From an optimization exercise on the open Yosys and OpenROAD flow, aimed at small area, a short achievable clock period and few clock cycles per item; shortcuts taken in it are not production practice. Function was checked by simulation only, so behaviour that the tests miss may differ from the original.

==> inputs of trial 77 <==
==> flow/design.v (excerpt) <==
module iir_biquad_cascade (
  input  logic               clk,
  input  logic               rst,
  input  logic               in_valid,
  output logic               in_ready,
  input  logic signed [15:0] din,
  output logic               out_valid,
  output logic signed [15:0] dout,
  input  logic               flush,
  input  logic               coef_we,
  input  logic [7:0]         coef_addr,
  input  logic signed [15:0] coef_wdata
);
Settings: LEC_CHECK=0, ABC_AREA=1, CAP_MARGIN=20, CORE_MARGIN=2, CORE_UTILIZATION=50, SLEW_MARGIN=20; clock period 13.0 ns.
standard.sh (not shown) runs the stock make flow with config.mk's settings and CLKGATE_MAP_FILE= SYNTH_SCRIPT=/design/flow/synth_recipe.tcl, a recipe that flattens the netlist after the stock synthesis.
==> flow/flow/run.sh <==
#!/bin/bash
# The standard layout, with timing repair aiming for setup slack of
# MARGIN ns beyond the design's clock (the constraints are unchanged).
set -euo pipefail
MARGIN=9
bash standard.sh SETUP_SLACK_MARGIN=$MARGIN finish > make_finish.log 2>&1
==> inputs of trial 63, as changes to trial 77 <==
--- a/flow/design.v
+++ b/flow/design.v
@@ -60,27 +60,27 @@
   logic          av;      
   logic [NS-1:0] vf;      
   logic [NS-1:0] v1;      
   logic [NS-1:0] v2;      
   logic [NS-1:0] vg;
-  logic        rdy;       
+  logic        rdy_n;     
   logic        accept;    
   logic        flush_r;
   logic        we_r;
   logic [7:0]  addr_r;
   logic [23:0] wenc_r;    
   logic [15:0] din_r;
-  assign in_ready = rdy;
+  assign in_ready = ~rdy_n;
   always_ff @(posedge clk or posedge rst) begin
     if (rst) begin
-      rdy     <= 1'b1;
+      rdy_n   <= 1'b0;
       accept  <= 1'b0;
       flush_r <= 1'b0;
       we_r    <= 1'b0;
     end else begin
-      rdy     <= ~rdy;
-      accept  <= in_valid & rdy & ~flush;
+      rdy_n   <= ~rdy_n;
+      accept  <= in_valid & ~rdy_n & ~flush;
       flush_r <= flush;
       we_r    <= coef_we;
     end
   end
   always_ff @(posedge clk) begin
CORE_UTILIZATION = 64   (was 50)
CTS_CLUSTER_DIAMETER = 100   (was default)
CTS_CLUSTER_SIZE = 20   (was default)
==> inputs of trial 36, as changes to trial 77 <==
--- a/flow/design.v
+++ b/flow/design.v
@@ -60,27 +60,27 @@
   logic          av;      
   logic [NS-1:0] vf;      
   logic [NS-1:0] v1;      
   logic [NS-1:0] v2;      
   logic [NS-1:0] vg;
-  logic        rdy;       
+  logic        rdy_n;     
   logic        accept;    
   logic        flush_r;
   logic        we_r;
   logic [7:0]  addr_r;
   logic [23:0] wenc_r;    
   logic [15:0] din_r;
-  assign in_ready = rdy;
+  assign in_ready = ~rdy_n;
   always_ff @(posedge clk or posedge rst) begin
     if (rst) begin
-      rdy     <= 1'b1;
+      rdy_n   <= 1'b0;
       accept  <= 1'b0;
       flush_r <= 1'b0;
       we_r    <= 1'b0;
     end else begin
-      rdy     <= ~rdy;
-      accept  <= in_valid & rdy & ~flush;
+      rdy_n   <= ~rdy_n;
+      accept  <= in_valid & ~rdy_n & ~flush;
       flush_r <= flush;
       we_r    <= coef_we;
     end
   end
   always_ff @(posedge clk) begin
CORE_UTILIZATION = 58   (was 50)
CTS_CLUSTER_DIAMETER = 100   (was default)
CTS_CLUSTER_SIZE = 20   (was default)
==> qor summary <==
| item | trial 63 | trial 36 | trial 77 |
|---|---|---|---|
| Result of the run | no timing/DRC/antenna violations | no timing/DRC/antenna violations | no timing/DRC/antenna violations |
| Cts bufs inserted | 93 | 94 | 179 |
| Crit-path most repeated cell | sky130_fd_sc_hd__fa_1 | sky130_fd_sc_hd__fa_1 | - |
| Final worst-path setup slack | 8.98 ns | 9.00 ns | 8.91 ns |
| Netlist area before placement | 116,000 µm² | 116,000 µm² | 116,000 µm² |
| Logic depth of the worst setup path including buffers | 8 | 9 | 1 |
| Initial standard-cell utilization of the core | 64.2% | 58.5% | 50.3% |
| Final instance area | 121,000 µm² | 121,000 µm² | 126,000 µm² |
| Total wire length | 423,000 µm | 425,000 µm | 476,000 µm |
| Wl on met1 | 139,000 µm | 146,000 µm | 169,000 µm |
| Critical Path RT | 13.69 ns | 13.67 ns | 10.40 ns |
| Type of the setup path with the least slack | reg2reg | reg2reg | reg2out |
| Footprint of the multi-input gates | 69,700 µm² | 69,700 µm² | 70,000 µm² |
| Iteration-0 DRC Markers | 11,493 | 10,338 | 9,519 |
| Post-Synth XOR/XNOR Area | 10.7% | 10.7% | 10.7% |
| M3 GR Usage | 9.83% | 6.59% | 7.96% |
| Synth Area in Compound Gates | 11.7% | 11.7% | 11.7% |
| Portion of netlist area occupied by mux cells | 0.951% | 0.951% | 0.950% |
| Portion of the clock cycle consumed by the worst path in the final layout | 31.0% | 30.8% | 31.4% |
| Routed met2 length | 187,000 µm | 193,000 µm | 212,000 µm |
| Instance area at placement | 117,000 µm² | 117,000 µm² | 118,000 µm² |
| Simple-gate share of the synthesized area | 7.89% | 7.89% | 7.97% |
| Die outline height | 429 µm | 450 µm | 485 µm |
| Number of different library cells in the post-synthesis netlist | 44 | 44 | 46 |
| Clock buffer cells | 143 | 148 | 264 |
Testbench counts of trial 77, summed over its fixed seeds: cycles 4,208, items 2,048.
Testbench counts of trial 63, summed over its fixed seeds: cycles 4,208, items 2,048.
Testbench counts of trial 36, summed over its fixed seeds: cycles 4,208, items 2,048.

[what the ideal ports hide]
Ports are ideal in the flow. The routed layouts listed here were re-timed in OpenROAD.
Step 1, drivers: a clkbuf_16 drives clk and a buf_2 each remaining input, both assumed.
Step 2 adds t to the input delays and takes it off the output delays; t is the mean of the earliest and latest rising clock arrival at the registers after step 1. Input paths then give back, and output paths get back, about the clock's delay inside the block.
Slacks: ideal / step 1 / step 2; pairs: ideal / step 1.
run	t (ns)	setup slack, ns	worst setup path at the end	worst register clock-pin slew, ns
trial 77	0.954	8.915 / 8.810 / 8.269	input, reset recovery	0.07 / 0.07
trial 63	0.899	8.976 / 8.946 / 8.252	input, reset recovery	0.10 / 0.10
trial 36	0.893	8.999 / 8.899 / 8.360	input, reset recovery	0.09 / 0.09
After both steps setup and hold are still met in every run listed. For trial 63, which loses most, drivers alone change the setup slack by -0.030 ns; drivers and shift together by -0.724 ns. The worst setup slack also covers recovery checks on asynchronous resets.
